What follows belongs to an exercise in optimizing a design on an open flow for small area and a short achievable clock period; a production flow would make more cautious choices.
Where RTL was checked, it was by simulation tests only, not by an equivalence proof against the original.

==> run K: inputs <==
Design grad_top, start of the top module:
module grad_top (
    input  wire logic        clk,
    input  wire logic        rst,
    input  wire logic        in_valid,
    input  wire logic        sof,
    input  wire logic [7:0]  pixel,
    output logic             out_valid,
    output logic [32:0]      grad
);
    logic [7:0] sr [32];
    always_ff @(posedge clk) begin
        if (in_valid) begin
            sr[0] <= pixel;
            for (int i = 1; i < 32; i++)
                sr[i] <= sr[i-1];
        end
    end
    logic [3:0] col_cnt;
    logic [1:0] row_cnt;
    wire  [3:0] cur_col = sof ? 4'd0 : col_cnt;
    wire  [1:0] cur_row = sof ? 2'd0 : row_cnt;
    wire        interior = cur_row[1] && (cur_col >= 4'd2);
    always_ff @(posedge clk) begin
        if (!rst) begin
            col_cnt   <= '0;
            row_cnt   <= '0;
            out_valid <= 1'b0;
        end else begin
            out_valid <= in_valid && interior;
  ...
Settings: LEC_CHECK=0, CAP_MARGIN=20, CORE_MARGIN=2, CORE_UTILIZATION=40, SLEW_MARGIN=20, SYNTH_HIERARCHICAL=1; clock period 26.0 ns.
standard.sh (not shown) runs the stock make flow with config.mk's settings and CLKGATE_MAP_FILE= SYNTH_SCRIPT=/design/flow/synth_recipe.tcl, a recipe that flattens the netlist after the stock synthesis.
==> flow/flow/run.sh <==
#!/bin/bash
# The standard layout (the standard.sh: ORFS with the standard synthesis
# and the standard flow's config.mk and SDC), with a larger setup margin for ORFS's timing
# repair so that it keeps shortening paths past the design's generous period.
set -euo pipefail
MARGIN=$(cat flow/margin.txt)
bash standard.sh SETUP_SLACK_MARGIN=$MARGIN finish > standard.log 2>&1
==> flow/flow/margin.txt <==
14
==> inputs of run Z, as changes to run K <==
--- a/flow/design.v
+++ b/flow/design.v
@@ -196,18 +196,21 @@
         r2_root <= {r1_root[2], r1_root[1], r1_root[0], sq_r3_ge[0], sq_r4_ge[0], sq_r5_ge[0], sq_r6_ge[0], sq_r7_ge[0], sq_r8_ge[0], sq_r9_ge[0]};
     end
     wire [0:0] div_r7_q;
     wire [7:0] div_r7_r;
     div_r7 u_div_r7 (.t({r2_R[7], r2_R[6], r2_R[5], r2_R[4], r2_R[3], r2_R[2], r2_R[1], r2_R[0]}), .d({r2_D[7], r2_D[6], r2_D[5], r2_D[4], r2_D[3], r2_D[2], r2_D[1], r2_D[0]}), .o_q(div_r7_q), .o_r(div_r7_r));
     wire [1:0] div_r8_q;
     wire [7:0] div_r8_r;
     div_r8 u_div_r8 (.t({div_r7_r[7], div_r7_r[6], div_r7_r[5], div_r7_r[4], div_r7_r[3], div_r7_r[2], div_r7_r[1], div_r7_r[0]}), .d({r2_D[7], r2_D[6], r2_D[5], r2_D[4], r2_D[3], r2_D[2], r2_D[1], r2_D[0]}), .d3({r2_D3[9], r2_D3[8], r2_D3[7], r2_D3[6], r2_D3[5], r2_D3[4], r2_D3[3], r2_D3[2], r2_D3[1], r2_D3[0]}), .o_q(div_r8_q), .o_r(div_r8_r));
+    wire [17:0] tan_pre_ha;
+    wire [17:0] tan_pre_hb;
+    tan_pre u_tan_pre (.qh({r2_q[0], r2_q[1], r2_q[2], r2_q[3], r2_q[4], r2_q[5], r2_q[6], r2_q[7], r2_q[8], r2_q[9], r2_q[10], r2_q[11], r2_q[12], r2_q[13], div_r7_q[0], div_r8_q[1], div_r8_q[0]}), .f({r2_ovf[0], r2_vz[0], r2_neg[0]}), .o_ha(tan_pre_ha), .o_hb(tan_pre_hb));
     wire [19:0] div_r9_tan;
-    div_r9 u_div_r9 (.t({div_r8_r[7], div_r8_r[6], div_r8_r[5], div_r8_r[4], div_r8_r[3], div_r8_r[2], div_r8_r[1], div_r8_r[0]}), .d({r2_D[7], r2_D[6], r2_D[5], r2_D[4], r2_D[3], r2_D[2], r2_D[1], r2_D[0]}), .qh({r2_q[0], r2_q[1], r2_q[2], r2_q[3], r2_q[4], r2_q[5], r2_q[6], r2_q[7], r2_q[8], r2_q[9], r2_q[10], r2_q[11], r2_q[12], r2_q[13], div_r7_q[0], div_r8_q[1], div_r8_q[0]}), .f({r2_ovf[0], r2_vz[0], r2_neg[0]}), .d3({r2_D3[9], r2_D3[8], r2_D3[7], r2_D3[6], r2_D3[5], r2_D3[4], r2_D3[3], r2_D3[2], r2_D3[1], r2_D3[0]}), .o_tan(div_r9_tan));
+    div_r9 u_div_r9 (.t({div_r8_r[7], div_r8_r[6], div_r8_r[5], div_r8_r[4], div_r8_r[3], div_r8_r[2], div_r8_r[1], div_r8_r[0]}), .d({r2_D[7], r2_D[6], r2_D[5], r2_D[4], r2_D[3], r2_D[2], r2_D[1], r2_D[0]}), .ha({tan_pre_ha[17], tan_pre_ha[16], tan_pre_ha[15], tan_pre_ha[14], tan_pre_ha[13], tan_pre_ha[12], tan_pre_ha[11], tan_pre_ha[10], tan_pre_ha[9], tan_pre_ha[8], tan_pre_ha[7], tan_pre_ha[6], tan_pre_ha[5], tan_pre_ha[4], tan_pre_ha[3], tan_pre_ha[2], tan_pre_ha[1], tan_pre_ha[0]}), .hb({tan_pre_hb[17], tan_pre_hb[16], tan_pre_hb[15], tan_pre_hb[14], tan_pre_hb[13], tan_pre_hb[12], tan_pre_hb[11], tan_pre_hb[10], tan_pre_hb[9], tan_pre_hb[8], tan_pre_hb[7], tan_pre_hb[6], tan_pre_hb[5], tan_pre_hb[4], tan_pre_hb[3], tan_pre_hb[2], tan_pre_hb[1], tan_pre_hb[0]}), .f({r2_ovf[0], r2_vz[0], r2_neg[0]}), .d3({r2_D3[9], r2_D3[8], r2_D3[7], r2_D3[6], r2_D3[5], r2_D3[4], r2_D3[3], r2_D3[2], r2_D3[1], r2_D3[0]}), .o_tan(div_r9_tan));
     wire [0:0] sq_r10_ge;
     wire [11:0] sq_r10_rem;
     sq_r10 u_sq_r10 (.c({r2_rem[10], r2_rem[9], r2_rem[8], r2_rem[7], r2_rem[6], r2_rem[5], r2_rem[4], r2_rem[3], r2_rem[2], r2_rem[1], r2_rem[0]}), .root({r2_root[9], r2_root[8], r2_root[7], r2_root[6], r2_root[5], r2_root[4], r2_root[3], r2_root[2], r2_root[1], r2_root[0]}), .o_ge(sq_r10_ge), .o_rem(sq_r10_rem));
     wire [0:0] sq_r11_ge;
     wire [12:0] sq_r11_rem;
     sq_r11 u_sq_r11 (.c({sq_r10_rem[11], sq_r10_rem[10], sq_r10_rem[9], sq_r10_rem[8], sq_r10_rem[7], sq_r10_rem[6], sq_r10_rem[5], sq_r10_rem[4], sq_r10_rem[3], sq_r10_rem[2], sq_r10_rem[1], sq_r10_rem[0]}), .root({r2_root[9], r2_root[8], r2_root[7], r2_root[6], r2_root[5], r2_root[4], r2_root[3], r2_root[2], r2_root[1], r2_root[0], sq_r10_ge[0]}), .o_ge(sq_r11_ge), .o_rem(sq_r11_rem));
     wire [0:0] sq_r12_ge;
     sq_r12 u_sq_r12 (.c({sq_r11_rem[12], sq_r11_rem[11], sq_r11_rem[10], sq_r11_rem[9], sq_r11_rem[8], sq_r11_rem[7], sq_r11_rem[6], sq_r11_rem[5], sq_r11_rem[4], sq_r11_rem[3], sq_r11_rem[2], sq_r11_rem[1], sq_r11_rem[0]}), .root({r2_root[9], r2_root[8], r2_root[7], r2_root[6], r2_root[5], r2_root[4], r2_root[3], r2_root[2], r2_root[1], r2_root[0], sq_r10_ge[0], sq_r11_ge[0]}), .o_ge(sq_r12_ge));
@@ -3531,20 +3534,35 @@
     wire m3094 = c2970 ? x2981 : m3093;
     wire m3095 = c3053 ? x3065 : m3094;
     wire m3096 = c2892 ? x2906 : t[5];
     wire m3097 = c2970 ? x2983 : m3096;
     wire m3098 = c3053 ? x3067 : m3097;
     assign o_q = {c2970, o3074};
     assign o_r = {m3098, m3095, m3092, m3089, m3086, m3083, m3080, m3077};
 endmodule
+module tan_pre (
+    input  wire [16:0] qh,
+    input  wire [2:0] f,
+    output wire [17:0] o_ha,
+    output wire [17:0] o_hb
+);
+    wire [17:0] qh_e = {1'b0, {qh[16], qh[15], qh[14], qh[13], qh[12], qh[11], qh[10], qh[9], qh[8], qh[7], qh[6], qh[5], qh[4], qh[3], qh[2], qh[1], qh[0]}};
+    wire [17:0] qh_n = -qh_e;
+    wire [17:0] sat = f[0] ? {1'b1, 17'd0} : {1'b0, {17{1'b1}}};
+    wire [17:0] ha = f[1] ? 18'd0 : f[2] ? sat : f[0] ? qh_n : qh_e;
+    wire [17:0] hb = f[1] ? 18'd0 : f[2] ? sat : f[0] ? ~qh_e : qh_e;
+    assign o_ha = {ha[17], ha[16], ha[15], ha[14], ha[13], ha[12], ha[11], ha[10], ha[9], ha[8], ha[7], ha[6], ha[5], ha[4], ha[3], ha[2], ha[1], ha[0]};
+    assign o_hb = {hb[17], hb[16], hb[15], hb[14], hb[13], hb[12], hb[11], hb[10], hb[9], hb[8], hb[7], hb[6], hb[5], hb[4], hb[3], hb[2], hb[1], hb[0]};
+endmodule
 module div_r9 (
     input  wire [7:0] t,
     input  wire [7:0] d,
-    input  wire [16:0] qh,
+    input  wire [17:0] ha,
+    input  wire [17:0] hb,
     input  wire [2:0] f,
     input  wire [9:0] d3,
     output wire [19:0] o_tan
 );
     wire i3099 = ~d[0];
     wire i3100 = ~d[1];
     wire i3101 = ~d[2];
     wire i3102 = ~d[3];
@@ -3725,25 +3743,21 @@
     wire a3277 = a3269 & a3261;
     wire c3278 = c3270 | (a3271 & c3262);
     wire a3279 = a3271 & a3263;
     wire c3280 = c3276 | (a3277 & i3216);
     wire c3281 = c3278 | (a3279 & a3242);
     wire i3282 = ~c3215;
     wire a3283 = c3155 & i3282;
     wire o3284 = c3281 | a3283;
-    wire [17:0] qh_e = {1'b0, {qh[16], qh[15], qh[14], qh[13], qh[12], qh[11], qh[10], qh[9], qh[8], qh[7], qh[6], qh[5], qh[4], qh[3], qh[2], qh[1], qh[0]}};
-    wire [17:0] qh_n = -qh_e;
     wire [1:0] ql_v = {c3215, o3284};
     wire [1:0] ql_n = -ql_v;
-    wire [19:0] tneg = (ql_v == 2'd0) ? {qh_n, 2'd0} : {~qh_e, ql_n};
-    wire [19:0] tpos = {qh_e, ql_v};
-    wire [19:0] tn = f[1] ? 20'd0 :
-                     f[2] ? (f[0] ? 20'h80000 : 20'h7ffff) :
-                     f[0] ? tneg : tpos;
+    wire [1:0] lo = f[1] ? 2'd0 : f[2] ? {2{~f[0]}} : f[0] ? ql_n : ql_v;
+    wire [17:0] hi = (ql_v == 2'd0) ? {ha[17], ha[16], ha[15], ha[14], ha[13], ha[12], ha[11], ha[10], ha[9], ha[8], ha[7], ha[6], ha[5], ha[4], ha[3], ha[2], ha[1], ha[0]} : {hb[17], hb[16], hb[15], hb[14], hb[13], hb[12], hb[11], hb[10], hb[9], hb[8], hb[7], hb[6], hb[5], hb[4], hb[3], hb[2], hb[1], hb[0]};
+    wire [19:0] tn = {hi, lo};
     assign o_tan = {tn[19], tn[18], tn[17], tn[16], tn[15], tn[14], tn[13], tn[12], tn[11], tn[10], tn[9], tn[8], tn[7], tn[6], tn[5], tn[4], tn[3], tn[2], tn[1], tn[0]};
 endmodule
 module sq_r10 (
     input  wire [10:0] c,
     input  wire [9:0] root,
     output wire [0:0] o_ge,
     output wire [11:0] o_rem
 );
==> qor summary <==
| quantity | run Z | run K |
|---|---|---|
| Result of the run | complete, no violations | complete, no violations |
| Synthesized-area fraction occupied by ao, oa, aoi and oai cells | 19.9% | 19.9% |
| Post-route cell area | 36,500 um^2 | 36,500 um^2 |
| Type of the worst setup path | input pin to flip-flop | flip-flop to primary output |
| Post-placement setup slack | 11.99 ns | 12.06 ns |
| Clock buf/inv share | 3.81% | 3.77% |
| Reg-to-reg critical path startpoint | r1_root[1]$_DFFE_PP_ | r1_D3[0]$_DFFE_PP_ |
| Vias | 25,000 | 25,000 |
| Number of global-route vias before repair | 23,500 | 23,800 |
| Grt met3 use | 1.72% | 1.74% |
| Slew at the pin with the worst max-slew slack | 0.999 ns | 1.01 ns |
| Portion of synthesized cell area occupied by the leading cell type | 27.5% | 27.9% |
| Routing usage on met1 | 23.6% | 24.4% |
| Fraction of final layout cells with drive strength greater than 1 | 16.4% | 18.1% |
| Cts bufs inserted | 42 | 43 |
| Number of detailed-route iterations in the first pass | 5 | 7 |
| Worst setup path start | pixel[0] | r2_R[4]$_DFF_P_ |
Testbench counts of run K, summed over its fixed seeds: latency cycles 75,055, results 75,055.
No functional check of the RTL was part of run Z.

[re-timing with driven ports]
The results above use ideal ports. As a check the final layouts listed here were re-extracted and re-timed, cells and wires unchanged. Step 1 assumes that a clkbuf_16 drives the clock port and a buf_2 every other input. Step 2, shift: input delay + t, output delay - t, t = (earliest + latest rising clock arrival at the registers) / 2. This alone moves slack from input paths to output paths. a / b / c = ideal / step 1 / step 2; a / b = the first two.
| run | shift t [ns] | setup WS [ns] | hold WS [ns] | worst setup path after step 2 | cell pins on the clock port's net |
|---|---|---|---|---|---|
| run K | 0.643 | 13.338 / 13.279 / 13.376 | 0.340 / 0.340 / 0.340 | input to register | 1 |
| run Z | 0.630 | 13.960 / 13.954 / 13.324 | 0.341 / 0.341 / 0.341 | input to register | 1 |
After both steps setup and hold are still met in every run listed. The setup slack of run Z, which loses most, moves by -0.006 ns with the drivers and by -0.636 ns with both steps.
